From an optimization exercise on the open Yosys and OpenROAD flow, aimed at small area and a short achievable clock period; shortcuts taken in it are not production practice.
The RTL was checked by simulation tests, not by an equivalence proof against the original design.
No activity file was given, so power comes from the tool's default toggle rates.

the reference run:
// gbuf_link_top
module gbuf_link_top (
    input  wire logic                              clk,
    input  wire logic                              rst_n,
    input  wire logic                              clear,
    input  wire logic                              cfg_req,
    output logic                                   link_req,
    output logic [3:0]                             link_sel,
    output logic                                   link_upload,
    output logic                                   link_done,
    input  wire logic                              link_in_valid,
    input  wire logic [15:0]                 link_in_data,
    output logic                                   link_out_valid,
    output logic [15:0]                      link_out_data,
    output logic                                   cfg_valid,
    output logic [15:0]                      cfg_word,
    input  wire logic [3:0]           core_rd,
    output logic [3:0]                core_rd_valid,
    output logic [63:0]         core_rd_data,
    input  wire logic [1:0]          core_wr,
    input  wire logic [31:0]   core_wr_data,
    output logic [41:0]             level
);
    localparam int DATA_W        = 16;
    localparam int BANK_AW       = 6;
    localparam int BANK_DEPTH    = 1 << BANK_AW;
    localparam int LVL_W         = BANK_AW + 1;
    localparam int NUM_BANKS     = 6;
    localparam int NUM_IN_BANKS  = 4;
  ...
Size: roughly 13000 cells after synthesis, about 6500 flip-flops, about 230000 µm² of cells after synthesis.
clock: 5.0 ns
lec_check: 0
cap_margin: 20
core_margin: 2
core_utilization: 42
cts_cluster_diameter: 60
cts_cluster_size: 20
setup_slack_margin: 2.4
slew_margin: 20
run.sh (not shown) runs the stock make flow with config.mk's settings and CLKGATE_MAP_FILE= SYNTH_SCRIPT=/design/flow/synth_recipe.tcl, a recipe that flattens the netlist after the stock synthesis.
The reference run went all the way through synthesis, placement and routing and the layout is clean on timing, DRC and antenna.
For the trial run, these inputs were changed with respect to the reference run:
-- flow/config.mk --
<<< the reference run, line 9
export CORE_MARGIN = 2
export CORE_UTILIZATION = 42
export CTS_CLUSTER_DIAMETER = 60
export CTS_CLUSTER_SIZE = 20
export SETUP_SLACK_MARGIN = 2.4
export SLEW_MARGIN = 20
>>> the trial run, line 9
export CORE_MARGIN = 2
export CORE_UTILIZATION = 50
export CTS_CLUSTER_DIAMETER = 80
export CTS_CLUSTER_SIZE = 26
export SETUP_SLACK_MARGIN = 2.2
export SLEW_MARGIN = 20
Findings:
Against the reference run as the reference, the trial run delivers a higher met2 demand-to-capacity share in global routing.
Compared with the reference run, in the trial run proportion of power drawn by the clock network saw a decrease; maximum resistive drop on vdd saw a decrease; cell area after layout saw a decrease.
Looking at type of the worst setup path, the register to primary output result is from the reference run; the register to register one comes from the trial run.
The trial run vs. the reference run: full die area went down about 16%; cell area power density went down about 4.3%; sequential power held.
In the metrics for the trial run and the reference run, the one carrying the higher total power is the reference run.


== build 52 ==
gbuf_link_top, a different RTL version from the one above (not shown whole).
Size in the first run: roughly 13000 cells after synthesis, ~6400 flip-flops, about 210 I/O pins, roughly 230000 µm² of cells after synthesis.
export LEC_CHECK = 0
export CAP_MARGIN = 20
export CORE_MARGIN = 2
export CORE_UTILIZATION = 42
export CTS_CLUSTER_DIAMETER = 80
export CTS_CLUSTER_SIZE = 26
export SETUP_SLACK_MARGIN = 2.2
export SLEW_MARGIN = 20
create_clock -name core_clock -period 5.0 [get_ports {clk}]
standard.sh (not shown) runs the stock make flow with config.mk's settings and CLKGATE_MAP_FILE= SYNTH_SCRIPT=/design/flow/synth_recipe.tcl, a recipe that flattens the netlist after the stock synthesis.
==> flow/flow/run.sh <==
#!/bin/bash
# The standard layout (standard.sh, all steps), except that the port buffers are
# buf_4 cells: left to itself, buffer_ports picks a delay cell on this platform,
# which then sits on every path from an input or to an output.
# The full output of the layout goes to standard.log in the work folder; ORFS keeps
# each step's own log under orfs/logs.
set -euo pipefail
cd "$(dirname "$0")/.."
export BUFFER_PORTS_ARGS="-buffer_cell sky130_fd_sc_hd__buf_4"
bash standard.sh > standard.log 2>&1
Build 52 finished all stages; the layout is clean.
Changes in build 66 relative to build 52:
==> flow/run.sh (new file) <==
#!/bin/bash
# synth_recipe.tcl (not shown) runs the flow's synth.tcl, then flattens the netlist and writes it again
# the make line also repeats each setting of config.mk as NAME=value (left out here)
make -C /OpenROAD-flow-scripts/flow DESIGN_CONFIG=/design/flow/config.mk WORK_HOME=/design/flow/orfs CLKGATE_MAP_FILE= SYNTH_SCRIPT=/design/flow/synth_recipe.tcl finish
removed: flow/flow/run.sh
removed: flow/standard.sh
==> run notes <==
Between build 52 and build 66, the difference in total power is negligible.
Comparing build 52 against build 66, there is no change at all in total die area.
Relative to build 52, the number of signal-net buffers in the layout measured on build 66 has increased by more than a quarter.
Changes observed in build 66 relative to build 52: cell depth of the worst setup path has increased, final layout net count has increased, register-to-register slack has increased, final period utilization has remained practically unchanged.
On build 66: post-cts repair resize count is 403 higher than what build 52 gave.
The final area in build 66 sits 0.84% above the value recorded for build 52.
Input changes introduced in build 51 (baseline for comparison: build 66):
-- flow/config.mk --
<<< build 66, line 9
export CORE_MARGIN = 2
export CORE_UTILIZATION = 42
export CTS_CLUSTER_DIAMETER = 80
>>> build 51, line 9
export CORE_MARGIN = 2
export CORE_UTILIZATION = 50
export CTS_CLUSTER_DIAMETER = 80
Build 66 ended up with clkdlybuf4s50_1 as its cell at the slowest stage of the critical path; build 51 ended up with dfrtp_4.
Comparing build 66 and build 51, smallest hold slack is higher on build 66.
Relative to build 66, time the final worst path needs with I/O delays and setup has decreased by 0.024 ns in build 51.
Core utilization: build 51 higher than build 66
Looking at cell-internal power across build 66 and build 51, the one that comes out higher is build 66.
Build 51 vs. build 66: placed cell count shrank by 1123; layout overhead on the synthesized area -1.4 points; die area fell 16%; tightest slew margin relative to the limit higher; cell count lost about 5.6%.
[compare] base=build 66 new=build 51: part of the cycle the worst path needs decreased by 0.49 points relative to the old numbers; wire length of the first global-routing pass decreased by 18000 µm relative to the old numbers.

==> separate check: timing with driven ports <==
How much do the figures lean on ideal ports? The routed layouts below were timed once more, with nothing changed but the port constraints. Step 1 sets driving cells, clkbuf_16 on the clock port and buf_2 on the other inputs (assumed; they add their load-dependent delay and slew). Step 2 moves the port delays by t, midway between the first and last clock arrival at a register: inputs arrive t later, outputs are due t later. That takes back most of the time a late clock gives input paths. Slacks: ideal / step 1 / step 2; pairs: ideal / step 1.
| run | t (ns) | setup slack, ns | clock arrival spread, ns |
|---|---|---|---|
| the reference run | 1.174 | 2.093 / 1.962 / 1.161 | 0.122 / 0.122 |
| the trial run | 1.102 | 2.096 / 1.901 / 1.109 | 0.104 / 0.104 |
| build 52 | 1.115 | 2.119 / 2.045 / 1.270 | 0.099 / 0.098 |
| build 66 | 1.115 | 2.113 / 1.867 / 1.099 | 0.142 / 0.141 |
| build 51 | 1.095 | 2.137 / 2.071 / 1.189 | 0.085 / 0.086 |
After both steps setup and hold are still met in every run listed. For build 66, which loses most, drivers alone change the setup slack by -0.246 ns; drivers and shift together by -1.014 ns.
